This design comes from an exercise in tuning for small area, a short achievable clock period and few clock cycles on the open sky130 flow, not from production work.
The RTL was checked by simulation tests, not by an equivalence proof against the original design.
Power figures rest on the tool's default switching activity, not on a simulated workload.

==> flow/design.v (outline; a module is shown in full before it is edited, if it fits) <==
// module ycbcrBlockTop: 2324 lines
module ycbcrBlockTop (
    input  logic        clk,
    input  logic        rst_n,
    input  logic        enable,
    input  logic [63:0] dataRead,
    output logic [10:0] sramRaddr,
    output logic [10:0] sramWaddr,
    output logic [63:0] dataWrite,
    output logic        wen,
    output logic        valid
);
  // ...
==> flow/flow/run.sh <==
#!/bin/bash
# Standard layout, with two changes:
# - between synthesis and floorplan, fixinv.py flips full adders to remove
#   the inverter pairs that Yosys's extract_fa leaves between them (logic
#   unchanged, registers untouched);
# - the port buffers that global placement inserts are buf_2 cells.
set -euo pipefail
R=orfs/results/${FLOW_PLATFORM}/ycbcrBlockTop/base
bash standard.sh synth > synth.log 2>&1
cp $R/1_2_yosys.v $R/1_2_yosys.std.v
python3 flow/fixinv.py $R/1_2_yosys.std.v $R/1_2_yosys.v > fixinv.log 2>&1
rm -f $R/1_synth.odb $R/1_synth.sdc
bash standard.sh "BUFFER_PORTS_ARGS=-buffer_cell sky130_fd_sc_hd__buf_2" finish > layout.log 2>&1
==> flow/flow/fixinv.py <==
#!/usr/bin/env python3
"""Remove inverters around full adders in a flat Yosys netlist.

A full adder is self-dual: FA(~a, ~b, ~c) = (~sum, ~cout).  Yosys's
extract_fa picks either polarity for each adder it finds, which leaves
pairs of inverters between adders.  For each sky130 fa cell this flips the
adder (feeds it the complements of its inputs, so its outputs carry the
complements of the old ones) whenever that lowers the number of inverter
cells, and repeats until no flip helps.  The logic function of every net
that drives a non-inverter load stays the same.

usage: fixinv.py IN.v OUT.v
"""
import re
import sys
from collections import defaultdict

INV = "sky130_fd_sc_hd__inv_1"
FA_PREFIX = "sky130_fd_sc_hd__fa_"
OUT_PINS = {"Y", "X", "Q", "Q_N", "SUM", "COUT", "HI", "LO"}

CELL_RE = re.compile(r"^\s*(sky130_fd_sc_hd__\w+)\s+(\S+)\s*\((.*?)\);", re.S | re.M)
PIN_RE = re.compile(r"\.(\w+)\(([^()]*)\)")


class Netlist:
    def __init__(self, text):
        first = CELL_RE.search(text)
        self.head = text[:first.start()]
        endm = text.rindex("endmodule")
        self.tail = text[endm:]
        self.cells = {}
        self.order = []
        for m in CELL_RE.finditer(text, first.start(), endm):
            typ, name, body = m.group(1), m.group(2), m.group(3)
            pins = [(p, n.strip()) for p, n in PIN_RE.findall(body)]
            self.cells[name] = [typ, dict(pins), [p for p, _ in pins]]
            self.order.append(name)
        # module ports that are outputs count as fixed loads
        self.outputs = set()
        for m in re.finditer(r"^\s*output\s+(\[(\d+):(\d+)\]\s+)?(\S+);", self.head, re.M):
            if m.group(1):
                hi, lo = int(m.group(2)), int(m.group(3))
                for i in range(min(hi, lo), max(hi, lo) + 1):
                    self.outputs.add(f"{m.group(4)}[{i}]")
            else:
                self.outputs.add(m.group(4))
        self.newnets = []
        self.uid = 0
        self.rebuild()

    def rebuild(self):
        self.drv = {}
        self.loads = defaultdict(list)
        for name, (typ, pins, _) in self.cells.items():
            for p, n in pins.items():
                if p in OUT_PINS:
                    self.drv[n] = (name, p)
                else:
                    self.loads[n].append((name, p))

    def is_inv(self, name):
        return self.cells[name][0] == INV

    def inv_of(self, net):
        """a net carrying ~net that exists already, or None"""
        d = self.drv.get(net)
        if d and self.is_inv(d[0]):
            return self.cells[d[0]][1]["A"]
        for (c, p) in self.loads.get(net, []):
            if self.is_inv(c):
                return self.cells[c][1]["Y"]
        return None

    def fixed_loads(self, net):
        """loads that need the net's own polarity"""
        n = sum(1 for c, p in self.loads.get(net, []) if not self.is_inv(c))
        if net in self.outputs:
            n += 1
        return n

    def flip_gain(self, fa):
        typ, pins, _ = self.cells[fa]
        gain = 0
        for p in ("A", "B", "CIN"):
            n = pins[p]
            d = self.drv.get(n)
            if d and self.is_inv(d[0]):
                # the adder would use the inverter's input; the inverter goes
                # if nothing else uses it
                others = [l for l in self.loads[n] if l != (fa, p)]
                if not others and n not in self.outputs:
                    gain += 1
            elif self.inv_of(n) is None:
                gain -= 1
        for p in ("SUM", "COUT"):
            n = pins[p]
            invloads = [c for c, q in self.loads.get(n, []) if self.is_inv(c)]
            gain += len(invloads)
            if self.fixed_loads(n):
                gain -= 1
        return gain

    def new_net(self):
        self.uid += 1
        n = f"_fixinv_{self.uid}_"
        self.newnets.append(n)
        return n

    def add_inv(self, a, y):
        self.uid += 1
        name = f"_fixinv_c{self.uid}_"
        self.cells[name] = [INV, {"A": a, "Y": y}, ["A", "Y"]]
        self.drv[y] = (name, "Y")
        self.loads[a].append((name, "A"))
        return name

    def remove_cell(self, name):
        typ, pins, _ = self.cells.pop(name)
        for p, n in pins.items():
            if p in OUT_PINS:
                if self.drv.get(n) == (name, p):
                    del self.drv[n]
            else:
                self.loads[n] = [l for l in self.loads[n] if l != (name, p)]

    def connect(self, cell, pin, net):
        typ, pins, _ = self.cells[cell]
        old = pins[pin]
        if pin in OUT_PINS:
            if self.drv.get(old) == (cell, pin):
                del self.drv[old]
            self.drv[net] = (cell, pin)
        else:
            self.loads[old] = [l for l in self.loads[old] if l != (cell, pin)]
            self.loads[net].append((cell, pin))
        pins[pin] = net

    def flip(self, fa):
        typ, pins, _ = self.cells[fa]
        for p in ("A", "B", "CIN"):
            n = pins[p]
            c = self.inv_of(n)
            if c is None:
                c = self.new_net()
                self.add_inv(n, c)
            self.connect(fa, p, c)
            d = self.drv.get(n)
            if d and self.is_inv(d[0]) and not self.loads[n] and n not in self.outputs:
                self.remove_cell(d[0])
        for p in ("SUM", "COUT"):
            old = pins[p]
            new = self.new_net()
            self.connect(fa, p, new)
            # inverters on the old net now just pass on the new one
            for c, q in list(self.loads.get(old, [])):
                if self.is_inv(c):
                    y = self.cells[c][1]["Y"]
                    for lc, lp in list(self.loads.get(y, [])):
                        self.connect(lc, lp, new)
                    if y in self.outputs:
                        # keep the port's net: drive it with a buffer-free inverter pair
                        raise RuntimeError("inverter drives an output port")
                    self.remove_cell(c)
            if self.fixed_loads(old):
                self.add_inv(new, old)

    def write(self):
        out = [self.head]
        for n in self.newnets:
            out.append(f"  wire {n};\n")
        for name in list(self.cells):
            typ, pins, porder = self.cells[name]
            conns = ",\n".join(f"    .{p}({pins[p]}{' ' if pins[p].startswith(chr(92)) else ''})"
                                for p in porder)
            out.append(f"  {typ} {name} (\n{conns}\n  );\n")
        out.append(self.tail)
        return "".join(out)


def main():
    text = open(sys.argv[1]).read()
    nl = Netlist(text)
    ninv0 = sum(1 for c in nl.cells.values() if c[0] == INV)
    fas = [n for n, c in nl.cells.items() if c[0].startswith(FA_PREFIX)]
    flips = 0
    for _ in range(20):
        changed = False
        for fa in fas:
            if nl.flip_gain(fa) > 0:
                nl.flip(fa)
                flips += 1
                changed = True
        if not changed:
            break
    # drop inverters whose output drives nothing
    while True:
        dead = [n for n, c in nl.cells.items()
                if c[0] == INV and not nl.loads.get(c[1]["Y"]) and c[1]["Y"] not in nl.outputs]
        if not dead:
            break
        for n in dead:
            nl.remove_cell(n)
    ninv1 = sum(1 for c in nl.cells.values() if c[0] == INV)
    open(sys.argv[2], "w").write(nl.write())
    print(f"fixinv: {len(fas)} adders, {flips} flips, inverters {ninv0} -> {ninv1}")


if __name__ == "__main__":
    main()
==> flow/standard.sh <==
#!/bin/bash
# synth_recipe.tcl (not shown) runs the flow's synth.tcl, then flattens the netlist and writes it again
# the make line also repeats each setting of config.mk as NAME=value (left out here)
make -C /OpenROAD-flow-scripts/flow DESIGN_CONFIG=/design/flow/config.mk WORK_HOME=/design/flow/orfs CLKGATE_MAP_FILE= SYNTH_SCRIPT=/design/flow/synth_recipe.tcl "${@:-finish}"
==> flow/config.mk <==
export PLATFORM = sky130hd
export DESIGN_NAME = ycbcrBlockTop
export DESIGN_NICKNAME = ycbcrBlockTop
export VERILOG_FILES = /design/flow/design.v
export SDC_FILE = /design/flow/constraint.sdc
export NUM_CORES = 4
export LEC_CHECK = 0
export CAP_MARGIN = 20
export CORE_MARGIN = 2
export CORE_UTILIZATION = 60
export CTS_CLUSTER_DIAMETER = 80
export CTS_CLUSTER_SIZE = 20
export SETUP_SLACK_MARGIN = 2.6
export SLEW_MARGIN = 20
==> flow/constraint.sdc <==
create_clock -name core_clock -period 5.0 [get_ports {clk}]
set_input_delay 1.0000 -clock core_clock [delete_from_list [all_inputs] [get_ports {clk}]]
set_output_delay 1.0000 -clock core_clock [all_outputs]
set_load 0.01 [all_outputs]
==> metrics.csv, run 1 <==
stage,metric,value,unit
status,status,no timing/DRC/antenna violations,
setup_path,critPathLaunchType,register,
setup_path,path_depth,6,
finish,buffers,222,
timing,setup_viol,0,
power,p_comb,7.04,mW
cts,cts.sinks,817,
placement,placed_area,32200,um2
hold_path,whs_path_depth,0,
cts,clkTransAtPathRegs,0.08,ns
finish,multi_input_area,13000,um2
setup_path,cp_max_fo,3,
setup_path,worst_r2r_endpoint,cb2_s23,
yosys,netlist_area,30700,um2
detailed_routing,met3WireLength,2280,um
finish,finalNetCount,3145,
power,power,20.6,mW
floorplanning,ioPinCount,155,
timing,fmax,384,MHz
detailed_routing,dr_total_vias,17322,
cts,cts-root-buf,clkbuf_16,
detailed_routing,drt-initial-drc-count,1021,
power,p_seq,9.76,mW
yosys,avgSynthCellArea,12.9,um2
setup_path,reg2reg_slack,2.39,ns
finish,multi_input_gates,1128,
setup_path,r2r-start,op2_r[5],
finish,n_fill_cell,3696,
setup_path,r2r_cells,6,
grt,antenna_found_initial,0,
power,maxPowerGroup,registers,
hold_path,min_from,cr1_h2[1],
floorplanning,taps,672,
setup_path,worstSetupEndpointType,register,
cts,cts_tree,done,
setup_path,crit_slowest_cell,fa_2,
timing,period_share,52.1,%
flow_run,drv_cap,0,
finish,seqCellArea,16600,um2
detailed_routing,dr_wl_met2,31600,um
cts,cts_max_level,2,
Testbench counts, summed over its fixed seeds: cycles 2,736.
==> inputs of run 2 (changes only) <==
--- a/flow/config.mk
+++ b/flow/config.mk
@@ -10,5 +10,5 @@
 export CORE_UTILIZATION = 60
 export CTS_CLUSTER_DIAMETER = 80
 export CTS_CLUSTER_SIZE = 20
-export SETUP_SLACK_MARGIN = 2.6
+export SETUP_SLACK_MARGIN = 2.45
 export SLEW_MARGIN = 20
==> metrics.csv, run 2 <==
stage,metric,value,unit,change
status,status,no timing/DRC/antenna violations,,
cts,cts_max_level,2,,unchanged
yosys,ys.warnings.count,1,,
timing,clock_skew,0.0217,ns,
placement,portBuffers,144,,
setup_path,crit_family,adder cells,,
grt,grt_pass1_vias,18049,,
detailed_routing,wl,63500,um,
finish,area_delta_synth_final,11.1,%,
setup_path,path_cells,buf_4 > fa_1 > fa_2 > fa_1 > fa_2,,
setup_path,critPathLaunchType,register,,
detailed_routing,ant_nets,0,,
finish,n_fill_cell,3728,,+0.87%
floorplanning,coreArea,50300,um2,
finish,mostFrequentLayoutCells,"dfxtp_1, inv_1, fa_1",,
timing,setup_tns,0,ns,
finish,antennaDiodeCount,0,,
cts,cts-root-buf,clkbuf_16,,
finish,final_common_cell,dfxtp_1,,
hold_path,whs_path_depth,0,,unchanged
cts,cts_tree,done,,
yosys,avgSynthCellArea,12.9,um2,unchanged
detailed_routing,drt-wirelength-per-cell,19.5,um,
placement,place_inst,3149,,
timing,slew_viol_final,0,,
floorplanning,die_area,52900,um2,
finish,finalNetCount,3119,,-0.83%
floorplanning,ioPinCount,155,,unchanged
yosys,syn_inst,2383,,
floorplanning,initial_utilization,61.0,%,
grt,grt_pass1_wl,99400,um,
detailed_routing,dr_total_vias,17319,,-0.017%
timing,max_slew.worst_pin.slew,0.992,ns,
power,leakagePower,15.4,nW,
setup_path,worstSetupEndpointType,register,,
setup_path,critPathRequiredTime,5.56,ns,
yosys,netlist_area,30700,um2,unchanged
cts,clockBufferDepth,3,,
timing,setup_viol,0,,unchanged
setup_path,r2r_cells,5,,-1
finish,largest_registers,"P0 (64), P1 (64), dataWrite (64)",,
setup_path,cp_max_fo,3,,unchanged
flow_run,drv_cap,0,,unchanged
timing,finalHoldViolations,0,,
detailed_routing,drt-pass1-iter-count,8,,
detailed_routing,drt-initial-drc-count,1140,,+12%
grt,overflow,0,,
setup_path,critical_path_class,register to register,,
setup_path,slowest_delay,0.57,ns,
grt,grt_max_degree,76,,
placement,gp_congestion,0.913,,
timing,period_share,51.9,%,-0.24 points
setup_path,worstPathArrival,3.15,ns,
hold_path,worstHoldPathType,register to register,,
timing,rsz0062_at_grt,true,,
floorplanning,die_x,230,um,
cts,clkTransAtPathRegs,0.08,ns,about the same
setup_path,path_buf_inv,1,,
cts,numCtsBuffers,47,,
finish,final_cells,3257,,
grt,antenna_found_initial,1,,+1
timing,fmax,385,MHz,+0.46%
detailed_routing,drt_drc_violations_left,0,,
timing,fin_crit,2.59,ns,
detailed_routing,viasPerCell,5.32,,
grt,grt_use_total,24.3,%,
floorplanning,placementRows,82,,
cts,clk_latency,0.62,ns,
setup_path,reg2reg_slack,2.41,ns,about the same
finish,drive_gt1_share,15.9,%,
cts,cts.sinks,817,,unchanged
setup_path,path_depth,5,,-1
setup_path,crit_slowest_cell,fa_2,,
timing,relSlewSlack,33.2,%,
power,ir_worst_vdd,0.372,mV,
power,powerDensity,606,nW/um2,
placement,hpwlAfterDp,48200,um,
floorplanning,die_h,230,um,
==> run 2: cell type report <==
type                       instances  area, um2  area share (%)
clock buffer                      54       1200            3.53
clock inverter                     5       76.3           0.224
inverter                         385       1510            4.44
multi-input combinational       1128      12700            37.4
sequential                       817      16500            48.6
tap                              672        841            2.47
timing repair buffer             196       1140            3.34
==> run 2: metrics by stage <==
stage	hold slack [ns]	total power, mW	util (%)	setup slack, ns	cell area (um2)
2_1_floorplan	0.310	14.4	-	2.39	30700
3_3_place_gp	0.310	16.7	63.8	2.22	32100
3_5_place_dp	0.312	17.0	63.8	2.20	32100
4_1_cts	0.330	20.8	67.1	2.40	33700
5_1_grt	0.331	22.1	67.7	2.36	34100
6_report	0.327	20.6	67.7	2.41	34100
==> run 2: where the power goes <==
part | switching, mW | total [mW] | internal (mW)
sequential | 1.03 | 9.79 | 8.76
combinational | 3.90 | 7.09 | 3.20
clock | 2.04 | 3.77 | 1.73
==> run 2: final timing paths <==
kind,startpoint,to
max,op1_r[5],cb1_s19
min,cr2_h2[2],cr2_h3[2]
max reg2reg,op1_r[5],cb1_s19
min reg2reg,cr2_h2[2],cr2_h3[2]
==> run 2: metal layers <==
metal  wire length (um)  up-vias  GRT usage (%)  part of all wire (%)
met5                  0        -              0                     0
met4               1740        0           6.92                   2.7
met3               2430       93           3.77                   3.8
met2              30600      325           40.2                    48
met1              28700     8630           33.6                    45
li1                   -     8271              -                     -
==> run 2: worst reg2reg max path, cell delays in order, from the launching register on <==
cell and delay, ns:
dfxtp_4 0.36, buf_4 0.14, fa_1 0.45, fa_2 0.57
fa_1 0.46, fa_2 0.55
==> run 2: what timing repair did <==
action | in CTS | in global routing
gates resized for setup | 98 | 56
endpoints found under the setup margin | 64 | 40
setup buffers | 26 | 23
endpoints found under the hold margin | 0 | 0
hold buffers | 0 | 0
pin swaps | 11 | 23

what the ideal ports hide:
In the flow no input, the clock included, has a driving cell. The finished layouts below were timed again as built, in two steps.
Step 1 assumes that a clkbuf_16 drives the clock port and a buf_2 every other input.
Step 2 also shifts input and output timing later by t, the mid clock arrival at the registers, as if the neighbouring blocks saw the same clock.
Slacks: ideal / step 1 / step 2; pairs: ideal / step 1.
run | shift t [ns] | slack for setup (ns) | worst setup path at the end | clock arrival spread, ns | worst slew at a driven data input, ns
run 1 | 0.661 | 2.393 / 2.393 / 2.393 | register to register | 0.032 / 0.032 | 0.05
run 2 | 0.667 | 2.406 / 2.406 / 2.406 | register to register | 0.031 / 0.031 | 0.06
After both steps setup and hold are still met in every run listed.
